This design comes from an exercise in tuning for small area on the open sky130 flow, not from production work. In this exercise RTL edits were held to simulation tests only and were not proved equivalent to the original.

==> flow/design.v (excerpt) <==
module game_core #(
    parameter int NUM_METEORS   = 5,
    parameter int FIRE_COOLDOWN = 30,
    parameter int INVINC_FRAMES = 60
) (
    input  logic                      clk,
    input  logic                      reset_n,
    input  logic                      frame_tick,
    input  logic                      btn_up,
    input  logic                      btn_down,
    input  logic                      btn_left,
    input  logic                      btn_right,
    input  logic                      btn_fire,
    input  logic                      btn_restart,
    input  logic [23*NUM_METEORS-1:0] meteors,
    output logic [9:0]                ship_x,
    output logic [9:0]                ship_y,
    output logic [1:0]                ship_facing,
    output logic [9:0]                bullet_x,
    output logic [9:0]                bullet_y,
    output logic                      bullet_active,
    output logic [NUM_METEORS-1:0]    meteor_alive,
    output logic [15:0]               score,
    output logic [2:0]                ship_hp,
    output logic                      game_over
);
Size: roughly 1100 cells after synthesis, roughly 190 I/O pins, ~12000 sq um of cells after synthesis.
clock: 10.0 ns
lec_check: 0
cap_margin: 20
core_margin: 2
core_utilization: 60
cts_buf_list: sky130_fd_sc_hd__clkbuf_4 sky130_fd_sc_hd__clkbuf_8
cts_cluster_size: 30
slew_margin: 20
synth_hierarchical: 1
synth_minimum_keep_size: 0
standard.sh (not shown) runs the stock make flow with config.mk's settings and CLKGATE_MAP_FILE= SYNTH_SCRIPT=/design/flow/synth_recipe.tcl, a recipe that flattens the netlist after the stock synthesis.
==> flow/flow/run.sh <==
#!/bin/bash
# The standard layout (standard.sh, standard synthesis unchanged) with three changes:
# the port buffers use the smallest buffer cell; after floorplanning every
# combinational cell starts at its smallest size (later repair steps upsize as needed);
# the clock tree uses no dummy loads and larger sink clusters.
export BUFFER_PORTS_ARGS="-buffer_cell sky130_fd_sc_hd__buf_1"
export POST_FLOORPLAN_TCL="$PWD/flow/downsize.tcl"
export CTS_ARGS="-sink_clustering_enable -repair_clock_nets -dont_use_dummy_load -buf_list sky130_fd_sc_hd__clkbuf_8 -sink_clustering_size 30"
bash standard.sh > standard.log 2>&1
Other scripts of this flow, unchanged in this note and not shown: flow/flow/downsize.tcl
Then changed:
--- a/flow/design.v
+++ b/flow/design.v
@@ -93,32 +93,28 @@
     input  logic [9:0] my,
     input  logic [2:0] kr,
     output logic       near
 );
     logic [9:0]  ex, ey;          
     logic [10:0] cx, cy;
     assign cx[0] = 1'b0;
     assign cy[0] = 1'b0;
     gc_ha hx0 (.a(mx[0]), .b(nrx[0]), .s(ex[0]), .co(cx[1]));
     gc_ha hy0 (.a(my[0]), .b(nry[0]), .s(ey[0]), .co(cy[1]));
     for (genvar j = 1; j < 10; j++) begin : g_sub
         gc_fa fx (.a(mx[j]), .b(nrx[j]), .ci(cx[j]), .s(ex[j]), .co(cx[j+1]));
-    end
-    for (genvar j = 1; j < 9; j++) begin : g_suby
         gc_fa fy (.a(my[j]), .b(nry[j]), .ci(cy[j]), .s(ey[j]), .co(cy[j+1]));
     end
-    assign ey[9]  = 1'b0;       
-    assign cy[10] = 1'b0;       
     wire okx = (ex[9:5] == 5'h1f & ~cx[10]) | (ex[9:5] == 5'h00 & cx[10]);
-    wire oky = ((ey[8:5] == 4'h0) & (my[9] ^ cy[9])) | ((ey[8:5] == 4'hf) & ~(my[9] | cy[9]));
+    wire oky = (ey[9:5] == 5'h1f & ~cy[10]) | (ey[9:5] == 5'h00 & cy[10]);
     wire       sx = ex[5];
     wire       sy = ey[5];
     wire [4:0] nax = ~(ex[4:0] ^ {5{sx}});
     wire [4:0] nay = ~(ey[4:0] ^ {5{sy}});
     logic [5:0] nt;
     logic [5:0] ct;
     assign ct[0] = sx;
     for (genvar j = 0; j < 5; j++) begin : g_sum
         gc_fa ft (.a(nax[j]), .b(nay[j]), .ci(ct[j]), .s(nt[j]), .co(ct[j+1]));
     end
     assign nt[5] = ct[5];
     logic [5:0] cc;
@@ -154,27 +150,24 @@
     output logic [9:0]                bullet_y,
     output logic                      bullet_active,
     output logic [NUM_METEORS-1:0]    meteor_alive,
     output logic [15:0]               score,
     output logic [2:0]                ship_hp,
     output logic                      game_over
 );
     logic [4:0]  cooldown;
     logic [5:0]  invinc;
     logic [14:0] score_q;                  
     logic [2:0]  pend;                     
     logic [1:0]  hlost [NUM_METEORS];      
-    logic [8:0]  ship_y_q, bullet_y_q;
-    assign ship_y   = {1'b0, ship_y_q};
-    assign bullet_y = {1'b0, bullet_y_q};
     assign game_over = ~|ship_hp;
     wire ft      = frame_tick;
     wire play    = ft & ~game_over;
     wire restart = ft & game_over & btn_restart;
     wire [4:0] w = {pend[2], pend[1] | (pend[2] & pend[0]), pend[2] ^ pend[0],
                     pend[1], pend[0]};        
     logic [14:0] score_h;
     logic [15:0] sc;
     assign sc[0] = 1'b0;
     gc_ha u_sc0 (.a(score_q[0]), .b(w[0]), .s(score_h[0]), .co(sc[1]));
     for (genvar j = 1; j < 5; j++) begin : g_sca
         gc_fa u (.a(score_q[j]), .b(w[j]), .ci(sc[j]), .s(score_h[j]), .co(sc[j+1]));
@@ -299,39 +292,39 @@
     always_comb begin
         d_x  = restart ? 10'd320 : nx;
         d_y  = restart ? 10'd240 : ny;
         d_bx = ({10{launch}} & ship_x) | ({10{keep_b}} & bullet_x);
         d_by = ({10{launch}} & ship_y) | ({10{keep_by}} & bullet_y) | ({10{fly_gt}} & by_sub);
         d_hp[0] = ~restart & (ship_hp[0] ^ take_hit);
         d_hp[1] = ~restart & (ship_hp[1] ^ (take_hit & ~ship_hp[0]));
         d_hp[2] = restart | (ship_hp[2] ^ (take_hit & ~ship_hp[0] & ~ship_hp[1]));
     end
     always_ff @(posedge clk or negedge reset_n) begin
         if (!reset_n) begin
             ship_x        <= 10'd320;
-            ship_y_q      <= 9'd240;
+            ship_y        <= 10'd240;
             ship_facing   <= 2'd0;
             bullet_x      <= '0;
-            bullet_y_q    <= '0;
+            bullet_y      <= '0;
             bullet_active <= 1'b0;
             cooldown      <= '0;
             invinc        <= '0;
             ship_hp       <= 3'd4;
             score_q       <= '0;
             pend          <= '0;
         end else begin
             ship_x        <= d_x;
-            ship_y_q      <= d_y[8:0];
+            ship_y        <= d_y;
             ship_facing   <= restart ? 2'd0 :
                              (play & move) ? {down | left, right | left} : ship_facing;
             bullet_x      <= d_bx;
-            bullet_y_q    <= d_by[8:0];
+            bullet_y      <= d_by;
             bullet_active <= launch | (keep_by & bullet_active) | (fly_gt & ~bullet_hit);
             cooldown      <= {5{~restart}} & (cd_inc | {3'b000, launch, 1'b0});
             invinc        <= {6{~restart}} & (iv_inc | {3'b000, take_hit, 2'b00});
             ship_hp       <= d_hp;
             score_q       <= {15{~restart}} & score_h;
             pend          <= {3{play}} & award;
         end
     end
 endmodule
 `default_nettype wire
After rerunning:
- The changed run produced a clean layout
- final cell count hardly moves
- via count drops slightly
- clock-buffer cell count stays the same
- wire length came out lower slightly
- first-iteration DRC count decreases by a quarter to a third
- non-clock buffer count grows by 2
- clock skew barely changes

## static timing again, ports no longer ideal
The flow's constraints put no driver on any port. The routed layouts listed below were extracted and timed again, unchanged, in two steps.
Step 1, drivers: a clkbuf_16 drives clk and a buf_2 each remaining input, both assumed.
Step 2 times the ports against the registers' clock, not the clock port: input delays grow and output delays shrink by t, the midpoint of the rising clock arrivals with the driver on.
Slacks: ideal / step 1 / step 2; pairs: ideal / step 1.
run | shift t [ns] | setup slack, ns | hold slack, ns | worst register clock-pin slew, ns | worst data-port slew with drivers (ns)
the first run | 0.381 | 1.337 / 1.352 / 0.971 | 0.520 / 0.520 / 0.520 | 0.09 / 0.09 | 0.04
the second run | 0.411 | 1.341 / 1.359 / 0.948 | 0.521 / 0.521 / 0.521 | 0.10 / 0.10 | 0.09
After both steps setup and hold are still met in every run listed. For the second run, which loses most, drivers alone change the setup slack by +0.018 ns; drivers and shift together by -0.393 ns.
